This design comes from an exercise in tuning for small area, a short achievable clock period and few clock cycles per item on the open sky130 flow, not from production work. Function was checked by simulation only, so behaviour that the tests miss may differ from the original.

Setup of try-pepper:
// keyframe_tangent_unit
module keyframe_tangent_unit
#(
   parameter int FRAC_BITS = 16
)
(
   input  wire logic        clock,
   input  wire logic        reset,
   input  wire logic        csr_wen,
   input  wire logic [1:0]  csr_wdata,    
   input  wire logic        req_tvalid,
   output logic             req_tready,
   input  wire logic [63:0] req_tdata,    
   input  wire logic        req_tlast,
   output logic             rsp_tvalid,
   input  wire logic        rsp_tready,
   output logic [63:0]      rsp_tdata,    
   output logic [9:0]       rsp_tuser,    
   output logic             rsp_tlast
);
Size: about 420 flip-flops, ~150 I/O pins, roughly 32000 µm² of cells after synthesis.
export LEC_CHECK = 0
export CAP_MARGIN = 20
export CORE_MARGIN = 2
export CORE_UTILIZATION = 40
export CTS_BUF_LIST = sky130_fd_sc_hd__clkbuf_4 sky130_fd_sc_hd__clkbuf_8
export CTS_CLUSTER_SIZE = 30
export PLACE_DENSITY = 0.6
export SLEW_MARGIN = 20
create_clock -name core_clock -period 11.0 [get_ports {clock}]
standard.sh (not shown) runs the stock make flow with config.mk's settings and CLKGATE_MAP_FILE= SYNTH_SCRIPT=/design/flow/synth_recipe.tcl, a recipe that flattens the netlist after the stock synthesis.
==> flow/flow/run.sh <==
#!/bin/bash
# Standard layout, with repair_timing aiming below the design's period.
set -o pipefail
export SETUP_SLACK_MARGIN=6.3
bash standard.sh > standard.log 2>&1
Testbench counts of try-pepper, summed over its fixed seeds: cycles 48,036, items 8,035.
Edits applied to the flow inputs when going from try-pepper to try-violet:
- CTS_BUF_LIST no longer set, was sky130_fd_sc_hd__clkbuf_4 sky130_fd_sc_hd__clkbuf_8
- CTS_CLUSTER_SIZE no longer set, was 30
-- flow/flow/run.sh --
<<< try-pepper, line 4
export SETUP_SLACK_MARGIN=6.3
>>> try-violet, line 4
export SETUP_SLACK_MARGIN=6.15
[summary]
[compare] base=try-pepper new=try-violet: wire length shows a reduction of 930 µm, maximum fanout encountered on the critical timing path lower, synthesized cell count now sits at about the same level.
## Diff of input files: try-lagoon against try-violet
-- flow/flow/run.sh --
<<< try-violet, line 4
export SETUP_SLACK_MARGIN=6.15
>>> try-lagoon, line 4
export SETUP_SLACK_MARGIN=6.3
Notes after the runs:
Delta (try-lagoon minus try-violet): number of gates resized after CTS moved up; tightest hold margin moved down; clock buffer instance count of the final layout moved up; design area moved up; number of global-route vias before repair moved down. Relative to try-violet, total global-route track usage decreased by 0.19 points in try-lagoon. Between try-violet and try-lagoon, critical path depth decreased.
Input changes introduced in try-harbor (baseline for comparison: try-lagoon):
-- flow/flow/run.sh --
<<< try-lagoon, line 4
export SETUP_SLACK_MARGIN=6.3
>>> try-harbor, line 4
export SETUP_SLACK_MARGIN=6.0
[summary]
- Run comparison: try-lagoon uppermost signal routing layer after detailed routing met4; try-harbor uppermost signal routing layer after detailed routing met5
- In try-harbor, the met3 demand-to-capacity share in global routing came out 1.0 points above the value in try-lagoon.
- Worst-margin pin slew is lower on try-lagoon
- Re sum of routed wire length over all layers: try-harbor and try-lagoon aren't equal, and the higher value belongs to try-lagoon.
- try-harbor vs try-lagoon, instance count: try-harbor lower

Another version of the RTL of keyframe_tangent_unit (not shown whole).
Size in the first run: ~3100 cells after synthesis, roughly 30000 µm² of cells after synthesis.
==> flow/config.mk <==
export PLATFORM = sky130hd
export DESIGN_NAME = keyframe_tangent_unit
export DESIGN_NICKNAME = keyframe_tangent_unit
export VERILOG_FILES = /design/flow/design.v
export SDC_FILE = /design/flow/constraint.sdc
export NUM_CORES = 4
export LEC_CHECK = 0
export CAP_MARGIN = 20
export CORE_MARGIN = 2
export CORE_UTILIZATION = 40
export PLACE_DENSITY = 0.6
export SLEW_MARGIN = 20
==> flow/constraint.sdc <==
create_clock -name core_clock -period 11.0 [get_ports {clock}]
set_input_delay 2.2000 -clock core_clock [delete_from_list [all_inputs] [get_ports {clock}]]
set_output_delay 2.2000 -clock core_clock [all_outputs]
set_load 0.01 [all_outputs]
==> flow/flow/run.sh <==
#!/bin/bash
# Standard layout, with repair_timing aiming below the design's period.
set -o pipefail
export SETUP_SLACK_MARGIN=6
bash standard.sh > standard.log 2>&1
Testbench counts at the start, summed over its fixed seeds: cycles 54,347, items 8,035.
Change:
Settings changed: CORE_UTILIZATION 40 to 50, PLACE_DENSITY 0.6 to 0.65.
=> The new run finished clean; final cell count decreases by 4.6%; count of clock-buffer cells in the layout decreases by 6; sequential cell count does not change; via count increases by 2.0%.

Setup of run 1:
keyframe_tangent_unit, a different RTL version from the one above (not shown whole).
For scale: about 3400 cells after synthesis, ~150 I/O pins, about 33000 um2 of cells after synthesis.
export LEC_CHECK = 0
export CAP_MARGIN = 20
export CORE_MARGIN = 2
export CORE_UTILIZATION = 40
export GPL_ROUTABILITY_DRIVEN = 0
export PLACE_DENSITY = 0.6
export SLEW_MARGIN = 20
create_clock -name core_clock -period 11.0 [get_ports {clock}]
==> flow/flow/run.sh <==
#!/bin/bash
# Standard layout, with repair_timing aiming below the design's period.
set -o pipefail
export SETUP_SLACK_MARGIN=6.3
export BUFFER_PORTS_ARGS="-buffer_cell sky130_fd_sc_hd__buf_2"
bash standard.sh > standard.log 2>&1
Run 1 went all the way through the flow, and no timing, DRC or antenna check failed.
Testbench counts of run 1, summed over its fixed seeds: cycles 45,596, items 8,035.
Setup changes, run 1 to run 2
Settings: GPL_ROUTABILITY_DRIVEN: 0 -> unset.
==> flow/flow/run.sh <==
#!/bin/bash
# Standard layout, with repair_timing aiming below the design's period.
set -o pipefail
export SETUP_SLACK_MARGIN=6.3
bash standard.sh > standard.log 2>&1
## What came out
- The final layout from run 2, which completed every stage, passed the timing, design-rule and antenna checks at the end of the flow.
- Going from run 1 to run 2, utilization has increased.
- Run 2 gives more worst hold slack after final layout than run 1 did.
- Looking only at global routing usage on met2, and setting everything else aside, the lower value of run 1 and run 2 goes to run 1.
- On run 2: number of global-route vias before repair is about 0.32% higher than what run 1 gave.
- Run 2 against run 1: clock latency at the later pin of the worst-skew pair saw little to no change, area added between synthesis and finish rose by 2.3 points, least setup slack across all paths after layout has increased.
- The share of final-layout standard cells stronger than drive strength 1 in run 2 sits 4.4 points below the value recorded for run 1.
- Of run 1 and run 2, the lower final critical path time including I/O delays and setup belongs to run 2.
- Going from run 1 to run 2, number of setup buffers added after CTS shrank by more than 10%.
## Diff of input files: run 3 against run 2
--- a/flow/flow/run.sh
+++ b/flow/flow/run.sh
@@ -3,3 +3,4 @@
 set -o pipefail
 export SETUP_SLACK_MARGIN=6.3
+export TNS_END_PERCENT=5
 bash standard.sh > standard.log 2>&1
Findings:
Compare run 2 and run 3 | final non-filler cell total higher: run 2. | via count of the first global-routing pass | run 3 vs run 2 | 1.9% lower |. Looking at share of post-route cells with drive strength above 1 across run 2 and run 3, the one that comes out lower is run 3. Changes observed in run 3 relative to run 2: clock period minus worst slack +200 ps; wire length -1.6%; critical path depth in cells -1. Compared with run 2, run 3 shows a lower minimum setup slack among reg-to-reg paths. The transition time of the tightest slew-check pin number comes out lower for run 2 vs run 3. A destination of the critical timing path of rem_ff[9] is what run 3 shows, while rem_ff[8] belongs to run 2. Met3 track demand over resource in global routing (lower): run 3. Number of flops mapped to enable cells by yosys of run 2 is on par with run 3. Run 3 finished every stage and its layout cleared the timing, design-rule and antenna checks.
Modified inputs, run 4 compared to run 3
==> flow/flow/run.sh <==
#!/bin/bash
# Standard layout, with repair_timing aiming below the design's period.
set -o pipefail
export SETUP_SLACK_MARGIN=6.45
bash standard.sh > standard.log 2>&1
[summary]
- Run 4 did not stop at any stage, and its layout met the timing, design-rule and antenna checks.
- Against run 3, fmax in run 4 came out better.
- As far as die area goes, run 4 and run 3 are indistinguishable; the numbers are identical.
- Run 3 vs run 4, critical path endpoint: rem_ff[9] vs rem_ff[11]
- Of the two values seen for start point of the critical path, den_ff[31] was produced by run 3 and den_ff[18] by run 4.
- Run 4 ends up with lower required time reported for the critical path endpoint than run 3 does.
- Run 4 ended up with met4 as its uppermost signal routing layer after detailed routing; run 3 ended up with met5.
[inputs] run 5 vs run 4
==> flow/flow/run.sh <==
#!/bin/bash
# Standard layout, with repair_timing aiming below the design's period.
set -o pipefail
export SETUP_SLACK_MARGIN=6.3
export BUFFER_PORTS_ARGS="-buffer_cell sky130_fd_sc_hd__buf_1"
bash standard.sh > standard.log 2>&1
Notes after the runs:
- Initial antenna violation count is higher on run 5
- In the reports for run 5 and run 4, the larger initial detailed-routing violation count belongs to run 4.
- Between run 4 and run 5, the flow reports number of non-clock buffers decreasing by more than 10%.
- Run 5: total number of cells along the worst setup path 1 below run 4
- Run 5 vs run 4 on global-route wire length before repair: run 5 is the lower one.
- Comparing run 5 and run 4, total wire length is lower on run 5.
- Run 5 and run 4 ended up with roughly the same delay contributed by the slowest stage of the critical path.
- Run 4 and run 5 ended up with roughly the same die extent in y.
- The lower post-route clock period utilization came out of run 4.

== build 25 ==
Another version of the RTL of keyframe_tangent_unit (not shown whole).
Size: about 3,200 cells after synthesis, ~400 flip-flops.
clock: 11.0 ns
lec_check: 0
cap_margin: 20
core_margin: 2
core_utilization: 40
place_density: 0.6
slew_margin: 20
==> flow/flow/run.sh <==
#!/bin/bash
# Standard layout, with repair_timing aiming below the design's period.
set -o pipefail
export SETUP_SLACK_MARGIN=6.3
bash standard.sh > standard.log 2>&1
Build 25 completed every stage of the flow, and the final layout passed the timing, design-rule and antenna checks.
Testbench counts of build 25, summed over its fixed seeds: cycles 52,702, items 8,035.
Here is what was changed in the inputs of build 23 compared with build 25.
-- flow/flow/run.sh --
<<< build 25, line 4
export SETUP_SLACK_MARGIN=6.3
>>> build 23, line 4
export SETUP_SLACK_MARGIN=6.9
[summary]
- The higher number of detailed-route iterations in the first pass came out of build 23.
- Delta(depth of the critical timing path with buffers and inverters included, build 23 - build 25) > 0
Setup changes, build 23 to build 75
-- flow/flow/run.sh --
<<< build 23, line 4
export SETUP_SLACK_MARGIN=6.9
>>> build 75, line 4
export SETUP_SLACK_MARGIN=6
==> summary.txt <==
Delta (build 75 minus build 23): total length of routed wires lost about 10%; global routing usage summed across all routing layers lost 1.8 points; placer's final routability congestion estimate picked up an extra 1.8%. Global-route wire length before repair, build 75 and build 23: larger value in build 23. Build 23 → build 75: pre-CTS setup slack went up by 0.16 ns; routed length on met2 now smaller.

[separate check: timing with driven ports]
In the flow no input, the clock included, has a driving cell. The finished layouts below were timed again as built, in two steps. Step 1 sets driving cells, clkbuf_16 on the clock port and buf_2 on the other inputs (assumed; they add their load-dependent delay and slew). Step 2 times the ports against the registers' clock, not the clock port: input delays grow and output delays shrink by t, the midpoint of the rising clock arrivals with the driver on. a / b / c = ideal ports / drivers / drivers and shift; a / b = the first two.
run	t (ns)	setup WS [ns]	worst hold slack (ns)
try-pepper	0.746	6.306 / 6.306 / 5.732	0.454 / 0.454 / 0.454
try-violet	0.677	6.239 / 6.220 / 5.704	0.459 / 0.459 / 0.459
try-lagoon	0.675	6.355 / 6.355 / 5.855	0.453 / 0.453 / 0.453
try-harbor	0.678	6.054 / 6.054 / 5.581	0.458 / 0.458 / 0.458
the first run of note 2	0.665	6.035 / 6.035 / 5.628	0.451 / 0.451 / 0.451
the second run of note 2	0.661	6.051 / 6.051 / 5.606	0.428 / 0.428 / 0.428
run 1	0.688	6.174 / 6.174 / 5.962	0.451 / 0.451 / 0.451
run 2	0.690	6.311 / 6.311 / 5.806	0.460 / 0.460 / 0.460
run 3	0.689	6.112 / 6.112 / 5.738	0.459 / 0.459 / 0.459
run 4	0.696	6.380 / 6.372 / 5.894	0.454 / 0.454 / 0.454
run 5	0.684	6.277 / 6.277 / 5.860	0.459 / 0.459 / 0.459
build 25	0.682	6.378 / 6.345 / 5.757	0.433 / 0.433 / 0.433
build 23	0.683	6.300 / 6.300 / 6.300	0.435 / 0.435 / 0.435
build 75	0.671	6.147 / 6.117 / 5.534	0.432 / 0.432 / 0.432
After both steps every run listed still meets setup and hold. For build 25, which loses most, drivers alone change the setup slack by -0.033 ns; drivers and shift together by -0.621 ns.
